This design comes from an exercise in tuning for small area, a short achievable clock period and few clock cycles per item on the open sky130 flow, not from production work.
Only simulation tests tie the RTL to the original design; equivalence was not proved.
Power and IR drop assume default switching activity.

==> indigo: inputs <==
==> flow/design.v <==
`default_nettype none
package bole_pkg;
  localparam int unsigned DataW     = 32;
  localparam int unsigned CntW      = 5;
  localparam int unsigned Depth     = 16;
  localparam int unsigned CmdW      = 3;
  localparam int unsigned StatusW   = 3;
  localparam int unsigned InTdataW  = 72;
  localparam int unsigned OutTdataW = 40;
  localparam int unsigned CapacityDef = 16;
  localparam logic [2:0] CMD_INS_FRONT = 3'd0;
  localparam logic [2:0] CMD_INS_BACK  = 3'd1;
  localparam logic [2:0] CMD_INS_KEY   = 3'd2;
  localparam logic [2:0] CMD_DEL_FRONT = 3'd3;
  localparam logic [2:0] CMD_DEL_BACK  = 3'd4;
  localparam logic [2:0] CMD_LIST      = 3'd5;
  localparam logic [2:0] STAT_DONE  = 3'd0;
  localparam logic [2:0] STAT_EMPTY = 3'd1;
  localparam logic [2:0] STAT_NOKEY = 3'd2;
  localparam logic [2:0] STAT_FULL  = 3'd3;
  localparam logic [2:0] STAT_ELEM  = 3'd4;
endpackage
`default_nettype wire
`default_nettype none
module bole_cell (
  input  wire logic        clk_i,
  input  wire logic        sel_right_i,   
  input  wire logic        sel_value_i,   
  input  wire logic        sel_hold_i,    
  input  wire logic        cmp_en_i,      
  input  wire logic [31:0] right_i,
  input  wire logic [31:0] value_i,
  input  wire logic [31:0] key_i,
  input  wire logic        eq_right_i,    
  input  wire logic        eq_value_i,    
  output logic      [31:0] val_o,
  output logic             eq_o,          
  output logic             match_o
);
  logic [31:0] val_q;
  logic        match_q;
  logic        hold;
  assign hold  = sel_hold_i;
  assign eq_o  = (val_q == key_i);
  assign val_o = val_q;
  assign match_o = match_q;
  always_ff @(posedge clk_i) begin
    val_q <= ({32{hold}} & val_q) | ({32{sel_right_i}} & right_i) |
             ({32{sel_value_i}} & value_i);
  end
  always_ff @(posedge clk_i) begin
    if (cmp_en_i) begin
      match_q <= (hold & eq_o) | (sel_right_i & eq_right_i) | (sel_value_i & eq_value_i);
    end
  end
endmodule
`default_nettype wire
`default_nettype none
import bole_pkg::*;
module bounded_ordered_list_engine #(
  parameter int unsigned CAPACITY = bole_pkg::CapacityDef
) (
  input  wire logic                          clk_i,
  input  wire logic                          rst_ni,
  input  wire logic                          s_axis_tvalid_i,
  output logic                               s_axis_tready_o,
  input  wire logic [bole_pkg::InTdataW-1:0] s_axis_tdata_i,
  output logic                               m_axis_tvalid_o,
  input  wire logic                          m_axis_tready_i,
  output logic      [bole_pkg::OutTdataW-1:0] m_axis_tdata_o,
  output logic                               m_axis_tlast_o
);
  localparam int unsigned N = Depth;
  function automatic logic [N-1:0] fwd(input logic [N-1:0] x);   
    fwd = {x[N-2:0], x[N-1]};
  endfunction
  function automatic logic [N-1:0] bwd(input logic [N-1:0] x);   
    bwd = {x[0], x[N-1:1]};
  endfunction
  logic [N-1:0]      hh_q, tt_q, lp_q, occ_q;
  logic [CntW-1:0]   n_q;
  logic              lact_q;
  logic              cv_q;
  logic [2:0]        cop_q, copn_q;   
  logic [DataW-1:0]  cval_q;
  logic              av_q, alast_q;
  logic [OutTdataW-1:0] adata_q;
  logic [DataW-1:0]  val   [N];
  logic [N-1:0]      eq, mq, sr, sv, sh;
  logic              eq_v;
  logic go, tready, acc, slot;
  logic [2:0]       in_op;
  logic [DataW-1:0] in_val, in_key;
  assign in_op  = s_axis_tdata_i[2:0];
  assign in_val = s_axis_tdata_i[34:3];
  assign in_key = s_axis_tdata_i[66:35];
  assign slot   = ~av_q | m_axis_tready_i;
  assign go     = cv_q & slot & ~lact_q;
  assign tready = ~cv_q | (slot & ~lact_q);
  assign acc    = s_axis_tvalid_i & tready;
  assign eq_v   = (cval_q == in_key);
  logic is_front, is_back, is_key, is_dfront, is_dback, is_list;
  logic full, empty, found, ins, del_f, del_b, lst;
  logic [N-1:0] mk, mh, hge, pmh, pmk, bex, binc;
  logic anyh;
  assign is_front  = (cop_q == CMD_INS_FRONT);
  assign is_back   = (cop_q == CMD_INS_BACK);
  assign is_key    = (cop_q == CMD_INS_KEY);
  assign is_dfront = (cop_q == CMD_DEL_FRONT);
  assign is_dback  = (cop_q == CMD_DEL_BACK);
  assign is_list   = (cop_q == CMD_LIST);
  assign full  = n_q[CntW-1];
  assign empty = (n_q == '0);
  assign found = |(mq & occ_q);
  assign ins   = go & ~full & (is_front | is_back | (is_key & found));
  logic ins_h;
  assign ins_h = go & ~full & ((copn_q == ~CMD_INS_FRONT) | (copn_q == ~CMD_INS_BACK) |
                               ((copn_q == ~CMD_INS_KEY) & found));
  assign del_f = go & ~empty & is_dfront;
  assign del_b = go & ~empty & is_dback;
  assign lst   = go & ~empty & is_list;
  assign mk = is_key ? (mq & occ_q) : (is_front ? hh_q : tt_q);
  always_comb begin
    hge[0] = hh_q[0];
    for (int c = 1; c < N; c++) begin
      hge[c] = hge[c-1] | hh_q[c];
    end
  end
  assign mh   = mk & hge;
  assign anyh = |mh;
  always_comb begin
    pmh[0] = 1'b0;
    pmk[0] = 1'b0;
    for (int c = 1; c < N; c++) begin
      pmh[c] = pmh[c-1] | mh[c-1];
      pmk[c] = pmk[c-1] | mk[c-1];
    end
  end
  assign bex  = (hge & pmh) | (~hge & ({N{anyh}} | pmk));
  assign binc = bex | mk;
  assign sv = {N{ins}} & fwd_rev(mk & ~bex);
  assign sr = {N{ins}} & ~fwd_rev(binc);
  assign sh = ~{N{ins_h}} | fwd_rev(bex);
  function automatic logic [N-1:0] fwd_rev(input logic [N-1:0] x);   
    fwd_rev = bwd(x);
  endfunction
  for (genvar i = 0; i < N; i++) begin : g_cell
    localparam int unsigned R = (i + 1) % N;
    bole_cell u_cell (
      .clk_i      (clk_i),
      .sel_right_i(sr[i]),
      .sel_value_i(sv[i]),
      .sel_hold_i (sh[i]),
      .cmp_en_i   (tready),
      .right_i    (val[R]),
      .value_i    (cval_q),
      .key_i      (in_key),
      .eq_right_i (eq[R]),
      .eq_value_i (eq_v),
      .val_o      (val[i]),
      .eq_o       (eq[i]),
      .match_o    (mq[i])
    );
  end
  logic [DataW-1:0] rd;
  logic             lend;
  always_comb begin
    rd = '0;
    for (int c = 0; c < N; c++) begin
      rd = rd | ({DataW{lp_q[c]}} & val[c]);
    end
  end
  assign lend = |(fwd(lp_q) & tt_q);
  logic             push, lstep;
  logic [2:0]       rstat;
  logic [DataW-1:0] relem;
  logic             rlast;
  logic [CntW-1:0]  n_d;
  logic [N-1:0]     hh_d;
  assign lstep = lact_q & slot;
  assign push  = go | lstep;
  always_comb begin
    n_d = n_q;
    if (ins) n_d = n_q + 1'b1;
    else if (del_f | del_b) n_d = n_q - 1'b1;
  end
  assign hh_d = ins ? bwd(hh_q) : (del_f ? fwd(hh_q) : hh_q);
  always_comb begin
    rstat = STAT_DONE;
    relem = '0;
    rlast = 1'b1;
    if (lact_q) begin
      rstat = STAT_ELEM;
      relem = rd;
      rlast = lend;
    end else begin
      if (is_front | is_back) begin
        if (full) rstat = STAT_FULL;
      end else if (is_key) begin
        if (empty) rstat = STAT_EMPTY;
        else if (!found) rstat = STAT_NOKEY;
        else if (full) rstat = STAT_FULL;
      end else if (is_list) begin
        if (empty) rstat = STAT_EMPTY;
        else begin
          rstat = STAT_ELEM;
          relem = rd;
          rlast = lend;
        end
      end else begin
        if (empty) rstat = STAT_EMPTY;
      end
    end
  end
  always_ff @(posedge clk_i or negedge rst_ni) begin
    if (!rst_ni) begin
      hh_q   <= N'(1);
      tt_q   <= N'(1);
      lp_q   <= N'(1);
      occ_q  <= '0;
      n_q    <= '0;
      lact_q <= 1'b0;
      cv_q   <= 1'b0;
      av_q   <= 1'b0;
    end else begin
      hh_q <= hh_d;
      n_q  <= n_d;
      if (del_b) tt_q <= bwd(tt_q);
      if (ins) occ_q <= occ_q | bwd(hh_q);
      else if (del_f) occ_q <= occ_q & ~hh_q;
      else if (del_b) occ_q <= occ_q & ~bwd(tt_q);
      if ((lst | lstep) & ~lend) begin
        lact_q <= 1'b1;
        lp_q   <= fwd(lp_q);
      end else begin
        if (lstep) lact_q <= 1'b0;
        if (!lact_q || lstep) lp_q <= hh_d;
      end
      if (tready) cv_q <= s_axis_tvalid_i & (in_op <= CMD_LIST);
      if (push) av_q <= 1'b1;
      else if (m_axis_tready_i) av_q <= 1'b0;
    end
  end
  always_ff @(posedge clk_i) begin
    if (tready) begin
      cop_q  <= in_op;
      copn_q <= ~in_op;
      cval_q <= in_val;
    end
    if (push) begin
      adata_q <= {n_d, relem, rstat};
      alast_q <= rlast;
    end
  end
  assign s_axis_tready_o = tready;
  assign m_axis_tvalid_o = av_q;
  assign m_axis_tdata_o  = adata_q;
  assign m_axis_tlast_o  = alast_q;
endmodule
`default_nettype wire
==> flow/run.sh <==
#!/bin/bash
# synth_recipe.tcl (not shown) runs the flow's synth.tcl, then flattens the netlist and writes it again
# the make line also repeats each setting of config.mk as NAME=value (left out here)
make -C /OpenROAD-flow-scripts/flow DESIGN_CONFIG=/design/flow/config.mk WORK_HOME=/design/flow/orfs CLKGATE_MAP_FILE= SYNTH_SCRIPT=/design/flow/synth_recipe.tcl finish
==> flow/config.mk <==
export PLATFORM = sky130hd
export DESIGN_NAME = bounded_ordered_list_engine
export DESIGN_NICKNAME = bounded_ordered_list_engine
export VERILOG_FILES = /design/flow/design.v
export SDC_FILE = /design/flow/constraint.sdc
export NUM_CORES = 4
export LEC_CHECK = 0
export ABC_CLOCK_PERIOD_IN_PS = 2000
export CAP_MARGIN = 20
export CORE_MARGIN = 2
export CORE_UTILIZATION = 40
export CTS_BUF_LIST = sky130_fd_sc_hd__clkbuf_8
export SETUP_SLACK_MARGIN = 2.8
export SLEW_MARGIN = 20
==> flow/constraint.sdc <==
create_clock -name core_clock -period 5.0 [get_ports {clk_i}]
set_input_delay 1.0000 -clock core_clock [delete_from_list [all_inputs] [get_ports {clk_i}]]
set_output_delay 1.0000 -clock core_clock [all_outputs]
set_load 0.01 [all_outputs]
==> inputs of yarrow, as changes to indigo <==
--- a/flow/design.v
+++ b/flow/design.v
@@ -26,7 +26,6 @@
   input  wire logic        clk_i,
   input  wire logic        sel_right_i,   
   input  wire logic        sel_value_i,   
-  input  wire logic        sel_hold_i,    
   input  wire logic        cmp_en_i,      
   input  wire logic [31:0] right_i,
   input  wire logic [31:0] value_i,
@@ -40,7 +39,7 @@
   logic [31:0] val_q;
   logic        match_q;
   logic        hold;
-  assign hold  = sel_hold_i;
+  assign hold  = ~(sel_right_i | sel_value_i);
   assign eq_o  = (val_q == key_i);
   assign val_o = val_q;
   assign match_o = match_q;
@@ -81,22 +80,21 @@
   logic [CntW-1:0]   n_q;
   logic              lact_q;
   logic              cv_q;
-  logic [2:0]        cop_q, copn_q;   
+  logic [2:0]        cop_q;
   logic [DataW-1:0]  cval_q;
-  logic              av_q, alast_q;
-  logic [OutTdataW-1:0] adata_q;
+  logic              av_q, alast_q, bv_q, blast_q;
+  logic [OutTdataW-1:0] adata_q, bdata_q;
   logic [DataW-1:0]  val   [N];
-  logic [N-1:0]      eq, mq, sr, sv, sh;
+  logic [N-1:0]      eq, mq, sr, sv;
   logic              eq_v;
-  logic go, tready, acc, slot;
+  logic go, tready, acc;
   logic [2:0]       in_op;
   logic [DataW-1:0] in_val, in_key;
   assign in_op  = s_axis_tdata_i[2:0];
   assign in_val = s_axis_tdata_i[34:3];
   assign in_key = s_axis_tdata_i[66:35];
-  assign slot   = ~av_q | m_axis_tready_i;
-  assign go     = cv_q & slot & ~lact_q;
-  assign tready = ~cv_q | (slot & ~lact_q);
+  assign go     = cv_q & ~bv_q & ~lact_q;
+  assign tready = ~cv_q | (~bv_q & ~lact_q);
   assign acc    = s_axis_tvalid_i & tready;
   assign eq_v   = (cval_q == in_key);
   logic is_front, is_back, is_key, is_dfront, is_dback, is_list;
@@ -113,9 +111,6 @@
   assign empty = (n_q == '0);
   assign found = |(mq & occ_q);
   assign ins   = go & ~full & (is_front | is_back | (is_key & found));
-  logic ins_h;
-  assign ins_h = go & ~full & ((copn_q == ~CMD_INS_FRONT) | (copn_q == ~CMD_INS_BACK) |
-                               ((copn_q == ~CMD_INS_KEY) & found));
   assign del_f = go & ~empty & is_dfront;
   assign del_b = go & ~empty & is_dback;
   assign lst   = go & ~empty & is_list;
@@ -140,7 +135,6 @@
   assign binc = bex | mk;
   assign sv = {N{ins}} & fwd_rev(mk & ~bex);
   assign sr = {N{ins}} & ~fwd_rev(binc);
-  assign sh = ~{N{ins_h}} | fwd_rev(bex);
   function automatic logic [N-1:0] fwd_rev(input logic [N-1:0] x);   
     fwd_rev = bwd(x);
   endfunction
@@ -150,7 +144,6 @@
       .clk_i      (clk_i),
       .sel_right_i(sr[i]),
       .sel_value_i(sv[i]),
-      .sel_hold_i (sh[i]),
       .cmp_en_i   (tready),
       .right_i    (val[R]),
       .value_i    (cval_q),
@@ -177,7 +170,7 @@
   logic             rlast;
   logic [CntW-1:0]  n_d;
   logic [N-1:0]     hh_d;
-  assign lstep = lact_q & slot;
+  assign lstep = lact_q & ~bv_q;
   assign push  = go | lstep;
   always_comb begin
     n_d = n_q;
@@ -222,6 +215,7 @@
       lact_q <= 1'b0;
       cv_q   <= 1'b0;
       av_q   <= 1'b0;
+      bv_q   <= 1'b0;
     end else begin
       hh_q <= hh_d;
       n_q  <= n_d;
@@ -237,19 +231,34 @@
         if (!lact_q || lstep) lp_q <= hh_d;
       end
       if (tready) cv_q <= s_axis_tvalid_i & (in_op <= CMD_LIST);
-      if (push) av_q <= 1'b1;
-      else if (m_axis_tready_i) av_q <= 1'b0;
+      if (bv_q) begin
+        if (m_axis_tready_i) bv_q <= 1'b0;
+      end else if (push) begin
+        if (av_q && !m_axis_tready_i) bv_q <= 1'b1;
+        else av_q <= 1'b1;
+      end else if (m_axis_tready_i) begin
+        av_q <= 1'b0;
+      end
     end
   end
   always_ff @(posedge clk_i) begin
     if (tready) begin
       cop_q  <= in_op;
-      copn_q <= ~in_op;
       cval_q <= in_val;
     end
-    if (push) begin
-      adata_q <= {n_d, relem, rstat};
-      alast_q <= rlast;
+    if (bv_q) begin
+      if (av_q && m_axis_tready_i) begin
+        adata_q <= bdata_q;
+        alast_q <= blast_q;
+      end
+    end else if (push) begin
+      if (!av_q || m_axis_tready_i) begin
+        adata_q <= {n_d, relem, rstat};
+        alast_q <= rlast;
+      end else begin
+        bdata_q <= {n_d, relem, rstat};
+        blast_q <= rlast;
+      end
     end
   end
   assign s_axis_tready_o = tready;
Settings changed: ABC_CLOCK_PERIOD_IN_PS 2000 to default, CTS_BUF_LIST sky130_fd_sc_hd__clkbuf_8 to default, SETUP_SLACK_MARGIN 2.8 to default.
==> inputs of quartz, as changes to indigo <==
--- a/flow/design.v
+++ b/flow/design.v
@@ -26,7 +26,6 @@
   input  wire logic        clk_i,
   input  wire logic        sel_right_i,   
   input  wire logic        sel_value_i,   
-  input  wire logic        sel_hold_i,    
   input  wire logic        cmp_en_i,      
   input  wire logic [31:0] right_i,
   input  wire logic [31:0] value_i,
@@ -40,7 +39,7 @@
   logic [31:0] val_q;
   logic        match_q;
   logic        hold;
-  assign hold  = sel_hold_i;
+  assign hold  = ~(sel_right_i | sel_value_i);
   assign eq_o  = (val_q == key_i);
   assign val_o = val_q;
   assign match_o = match_q;
@@ -81,12 +80,12 @@
   logic [CntW-1:0]   n_q;
   logic              lact_q;
   logic              cv_q;
-  logic [2:0]        cop_q, copn_q;   
+  logic [2:0]        cop_q;
   logic [DataW-1:0]  cval_q;
   logic              av_q, alast_q;
   logic [OutTdataW-1:0] adata_q;
   logic [DataW-1:0]  val   [N];
-  logic [N-1:0]      eq, mq, sr, sv, sh;
+  logic [N-1:0]      eq, mq, sr, sv;
   logic              eq_v;
   logic go, tready, acc, slot;
   logic [2:0]       in_op;
@@ -113,9 +112,6 @@
   assign empty = (n_q == '0);
   assign found = |(mq & occ_q);
   assign ins   = go & ~full & (is_front | is_back | (is_key & found));
-  logic ins_h;
-  assign ins_h = go & ~full & ((copn_q == ~CMD_INS_FRONT) | (copn_q == ~CMD_INS_BACK) |
-                               ((copn_q == ~CMD_INS_KEY) & found));
   assign del_f = go & ~empty & is_dfront;
   assign del_b = go & ~empty & is_dback;
   assign lst   = go & ~empty & is_list;
@@ -140,7 +136,6 @@
   assign binc = bex | mk;
   assign sv = {N{ins}} & fwd_rev(mk & ~bex);
   assign sr = {N{ins}} & ~fwd_rev(binc);
-  assign sh = ~{N{ins_h}} | fwd_rev(bex);
   function automatic logic [N-1:0] fwd_rev(input logic [N-1:0] x);   
     fwd_rev = bwd(x);
   endfunction
@@ -150,7 +145,6 @@
       .clk_i      (clk_i),
       .sel_right_i(sr[i]),
       .sel_value_i(sv[i]),
-      .sel_hold_i (sh[i]),
       .cmp_en_i   (tready),
       .right_i    (val[R]),
       .value_i    (cval_q),
@@ -244,7 +238,6 @@
   always_ff @(posedge clk_i) begin
     if (tready) begin
       cop_q  <= in_op;
-      copn_q <= ~in_op;
       cval_q <= in_val;
     end
     if (push) begin
Settings changed: ABC_CLOCK_PERIOD_IN_PS 2000 to default, CTS_BUF_LIST sky130_fd_sc_hd__clkbuf_8 to default, SETUP_SLACK_MARGIN 2.8 to default.
==> qor summary <==
item	quartz	indigo	yarrow
Dpl ws	0.6789 ns	0.7933 ns	0.6807 ns
RSZ-0062 raised after global routing	false	true	false
Total net switching power	0.01364 W	0.01268 W	0.01087 W
Worst Hold Margin	0.4883 ns	0.3010 ns	0.4491 ns
Net switching fraction of the power	46.21%	46.48%	41.05%
Sequential cell fraction of total power	36.3%	37.5%	38.5%
Biggest cell delay along the critical path	0.59 ns	0.46 ns	0.72 ns
Endpoint required time on the critical path	5.56 ns	5.77 ns	5.57 ns
Number of enable-type register cells in the synthesized netlist	92	95	133
Number of inserted diodes	10	15	6
Combinational group share of total power	42.4%	42.1%	35.7%
Compound-cell area share of the yosys netlist	16.43%	19.59%	13.11%
Outcome	no timing/DRC/antenna violations	no timing/DRC/antenna violations	no timing/DRC/antenna violations
Iteration count of the initial detailed-routing pass	8	10	8
Pleak	18.07 nW	20.46 nW	17.94 nW
Area of the mapped netlist	38430 um2	38000 um2	40500 um2
Pin slew with the least headroom to its limit	1.233 ns	1.223 ns	1.194 ns
Total power	0.02952 W	0.02727 W	0.02648 W
Synthesized area per cell	9.653 um2	9.504 um2	9.904 um2
Clk pin slew, worst setup/hold paths	0.06 ns	0.07 ns	0.06 ns
Area overhead of the layout relative to synthesis	15.97%	37.78%	15.90%
Slew HR	17.21%	18.20%	20.11%
Testbench counts of indigo, summed over its fixed seeds: cycles 8,929, items 4,800.
Testbench counts of yarrow, summed over its fixed seeds: cycles 8,929, items 4,800.
Testbench counts of quartz, summed over its fixed seeds: cycles 8,929, items 4,800.

what the ideal ports hide:
The flow's constraints put no driver on any port. The routed layouts listed below were extracted and timed again, unchanged, in two steps.
Step 1 sets driving cells, clkbuf_16 on the clock port and buf_2 on the other inputs (assumed; they add their load-dependent delay and slew).
Step 2, shift: input delay + t, output delay - t, t = (earliest + latest rising clock arrival at the registers) / 2. This alone moves slack from input paths to output paths.
Slacks: no drivers / after step 1 / after step 2; pairs: no drivers / after step 1.
run	t (ns)	slack for setup (ns)	worst setup path after step 2	slew at the worst register clock pin (ns)	pins driven straight from the clock port
indigo	0.926	1.486 / 1.486 / 0.831	input to register	0.08 / 0.08	1
yarrow	0.765	0.578 / 0.578 / 0.578	register to register	0.07 / 0.07	1
quartz	0.752	0.747 / 0.747 / 0.545	input to register	0.07 / 0.07	1
After both steps every run listed still meets setup and hold. The setup slack of indigo, which loses most, moves by 0.000 ns with the drivers and by -0.655 ns with both steps.
